Source: an optimization exercise on an open RTL-to-GDS flow (aim: small area, a short achievable clock period and few clock cycles). Production flows keep margins and buffers that such runs may drop. At most, simulation tests tie the RTL to the original design; equivalence was not proved. Power and IR drop assume default switching activity.

==> flow/design.v <==
`default_nettype none
package fifd_pkg;
   localparam int CACHE_ENTRIES = 16;
   localparam int SLOT_W = (CACHE_ENTRIES > 1) ? $clog2(CACHE_ENTRIES) : 1;
   localparam logic OP_LOOKUP = 1'b0;
   localparam logic OP_FILL   = 1'b1;
endpackage
`default_nettype wire
`default_nettype none
module fifd_cell
(
   input  wire logic        clock,
   input  wire logic        reset,
   input  wire logic        wr_en,
   input  wire logic [31:0] wr_addr,
   input  wire logic [31:0] wr_word,
   input  wire logic [31:0] probe_addr,
   output logic [1:0]       match,
   output logic [31:0]      word
);
   logic [31:0] tag_ff;
   logic [31:0] word_ff;
   logic        valid_ff;
   always_ff @(posedge clock) begin
      if (reset) begin
         valid_ff <= 1'b0;
      end else if (wr_en) begin
         valid_ff <= 1'b1;
      end
      if (wr_en) begin
         tag_ff  <= wr_addr;
         word_ff <= wr_word;
      end
   end
   assign match[0] = valid_ff && (tag_ff[15:0] == probe_addr[15:0]);
   assign match[1] = (tag_ff[31:16] == probe_addr[31:16]);
   assign word     = word_ff;
endmodule
`default_nettype wire
`default_nettype none
module fifd_decode
(
   input  wire logic [31:0] raw,
   output logic [31:0]      instruction,
   output logic [5:0]       major_op,
   output logic             imm_flag,
   output logic             branch_mode,
   output logic [3:0]       reg_a,
   output logic [3:0]       reg_b,
   output logic [3:0]       reg_c,
   output logic [15:0]      immediate
);
   logic [31:0] ir;
   assign ir          = {raw[7:0], raw[15:8], raw[23:16], raw[31:24]};
   assign instruction = ir;
   assign major_op    = ir[31:26];
   assign imm_flag    = ir[25];
   assign branch_mode = ir[24];
   assign reg_a       = ir[23:20];
   assign reg_b       = ir[19:16];
   assign reg_c       = ir[15:12];
   assign immediate   = {ir[7:0], ir[15:8]};
endmodule
`default_nettype wire
`default_nettype none
module fifo_icache_fetch_decode
(
   input  wire logic        clock,
   input  wire logic        reset,
   input  wire logic        start,
   output logic             busy,
   input  wire logic        req_opcode,
   input  wire logic [31:0] req_fetch_address,
   input  wire logic [31:0] req_memory_word,
   output logic             rsp_valid,
   output logic             rsp_hit,
   output logic [31:0]      rsp_instruction,
   output logic [5:0]       rsp_major_op,
   output logic             rsp_imm_flag,
   output logic             rsp_branch_mode,
   output logic [3:0]       rsp_reg_a,
   output logic [3:0]       rsp_reg_b,
   output logic [3:0]       rsp_reg_c,
   output logic [15:0]      rsp_immediate
);
   localparam int N      = fifd_pkg::CACHE_ENTRIES;
   localparam int SLOT_W = fifd_pkg::SLOT_W;
   logic              fill_accept;
   logic [SLOT_W-1:0] slot_ff;
   logic [N-1:0][1:0] match;
   logic [N-1:0]      wr_en;
   logic [N-1:0][1:0] s1_sel;
   logic [N-1:0]      sel;
   logic              s1_valid;
   logic [N-1:0][31:0] words;
   logic [N-1:0]      first;
   logic [31:0]       read_word;
   logic              out_valid;
   logic              out_hit;
   logic [31:0]       out_word;
   assign busy        = 1'b0;
   assign fill_accept = start && (req_opcode == fifd_pkg::OP_FILL);
   for (genvar i = 0; i < N; i++) begin : g_cell
      assign wr_en[i] = fill_accept && (slot_ff == SLOT_W'(i));
      fifd_cell u_cell (
         .clock      (clock),
         .reset      (reset),
         .wr_en      (wr_en[i]),
         .wr_addr    (req_fetch_address),
         .wr_word    (req_memory_word),
         .probe_addr (req_fetch_address),
         .match      (match[i]),
         .word       (words[i])
      );
   end
   always_ff @(posedge clock) begin
      if (reset) begin
         slot_ff  <= '0;
         s1_valid <= 1'b0;
      end else begin
         if (fill_accept) begin
            slot_ff <= slot_ff + 1'b1;
         end
         s1_valid <= start;
      end
      for (int i = 0; i < N; i++) begin
         s1_sel[i] <= (req_opcode == fifd_pkg::OP_FILL) ? {2{wr_en[i]}} : match[i];
      end
   end
   for (genvar i = 0; i < N; i++) begin : g_sel
      assign sel[i] = s1_sel[i][0] && s1_sel[i][1];
   end
   always_comb begin
      logic seen;
      seen = 1'b0;
      for (int i = 0; i < N; i++) begin
         first[i] = sel[i] && !seen;
         seen     = seen || sel[i];
      end
   end
   always_comb begin
      read_word = '0;
      for (int i = 0; i < N; i++) begin
         read_word = read_word | (words[i] & {32{first[i]}});
      end
   end
   always_ff @(posedge clock) begin
      if (reset) begin
         out_valid <= 1'b0;
      end else begin
         out_valid <= s1_valid;
      end
      out_hit  <= |sel;
      out_word <= read_word;
   end
   assign rsp_valid = out_valid;
   assign rsp_hit   = out_hit;
   fifd_decode u_decode (
      .raw         (out_word),
      .instruction (rsp_instruction),
      .major_op    (rsp_major_op),
      .imm_flag    (rsp_imm_flag),
      .branch_mode (rsp_branch_mode),
      .reg_a       (rsp_reg_a),
      .reg_b       (rsp_reg_b),
      .reg_c       (rsp_reg_c),
      .immediate   (rsp_immediate)
   );
endmodule
`default_nettype wire
clock: 5.0 ns
lec_check: 0
cap_margin: 20
core_margin: 2
core_utilization: 65
setup_slack_margin: 2.8
slew_margin: 20
run.sh (not shown) runs the stock make flow with config.mk's settings and CLKGATE_MAP_FILE= SYNTH_SCRIPT=/design/flow/synth_recipe.tcl, a recipe that flattens the netlist after the stock synthesis.
The baseline completed with no timing, DRC or antenna violations.
Edit:
--- a/flow/design.v
+++ b/flow/design.v
@@ -16,5 +16,5 @@
    input  wire logic [31:0] wr_word,
    input  wire logic [31:0] probe_addr,
-   output logic [1:0]       match,
+   output logic             match,
    output logic [31:0]      word
 );
@@ -33,7 +33,6 @@
       end
    end
-   assign match[0] = valid_ff && (tag_ff[15:0] == probe_addr[15:0]);
-   assign match[1] = (tag_ff[31:16] == probe_addr[31:16]);
-   assign word     = word_ff;
+   assign match = valid_ff && (tag_ff == probe_addr);
+   assign word  = word_ff;
 endmodule
 `default_nettype wire
@@ -88,8 +87,7 @@
    logic              fill_accept;
    logic [SLOT_W-1:0] slot_ff;
-   logic [N-1:0][1:0] match;
+   logic [N-1:0]      match;
    logic [N-1:0]      wr_en;
-   logic [N-1:0][1:0] s1_sel;
-   logic [N-1:0]      sel;
+   logic [N-1:0]      s1_sel;
    logic              s1_valid;
    logic [N-1:0][31:0] words;
@@ -124,10 +122,5 @@
          s1_valid <= start;
       end
-      for (int i = 0; i < N; i++) begin
-         s1_sel[i] <= (req_opcode == fifd_pkg::OP_FILL) ? {2{wr_en[i]}} : match[i];
-      end
-   end
-   for (genvar i = 0; i < N; i++) begin : g_sel
-      assign sel[i] = s1_sel[i][0] && s1_sel[i][1];
+      s1_sel <= (req_opcode == fifd_pkg::OP_FILL) ? wr_en : match;
    end
    always_comb begin
@@ -135,6 +128,6 @@
       seen = 1'b0;
       for (int i = 0; i < N; i++) begin
-         first[i] = sel[i] && !seen;
-         seen     = seen || sel[i];
+         first[i] = s1_sel[i] && !seen;
+         seen     = seen || s1_sel[i];
       end
    end
@@ -151,5 +144,5 @@
          out_valid <= s1_valid;
       end
-      out_hit  <= |sel;
+      out_hit  <= |s1_sel;
       out_word <= read_word;
    end
After rerunning:
- The new run finished with timing, DRC and antenna clean
- total power goes up by 1.5%
- utilization goes up by 1.3 points
- via count drops by about 3.2%
- register-to-register slack is better by 30 ps
- clock power grows by about 1%
- sequential power stays flat
- fmax climbs by about 1.5%
Testbench counts after the change, summed over its fixed seeds: cycles 12,016.
The RTL of the first run of this note was laid out without a check of its function.

[separate check: timing with driven ports]
The results above use ideal ports. As a check the final layouts listed here were re-extracted and re-timed, cells and wires unchanged.
Step 1, drivers: a clkbuf_16 drives clock and a buf_2 each remaining input, both assumed.
Step 2 times the ports against the registers' clock, not the clock port: input delays grow and output delays shrink by t, the midpoint of the rising clock arrivals with the driver on.
a / b / c = ideal / step 1 / step 2; a / b = the first two.
run	t (ns)	setup WS [ns]	worst data-port slew with drivers (ns)
the first run	0.718	2.785 / 2.781 / 2.135	0.12
the second run	0.716	2.818 / 2.755 / 2.117	0.08
After both steps every run listed still meets setup and hold. The setup slack of the second run, which loses most, moves by -0.063 ns with the drivers and by -0.701 ns with both steps.
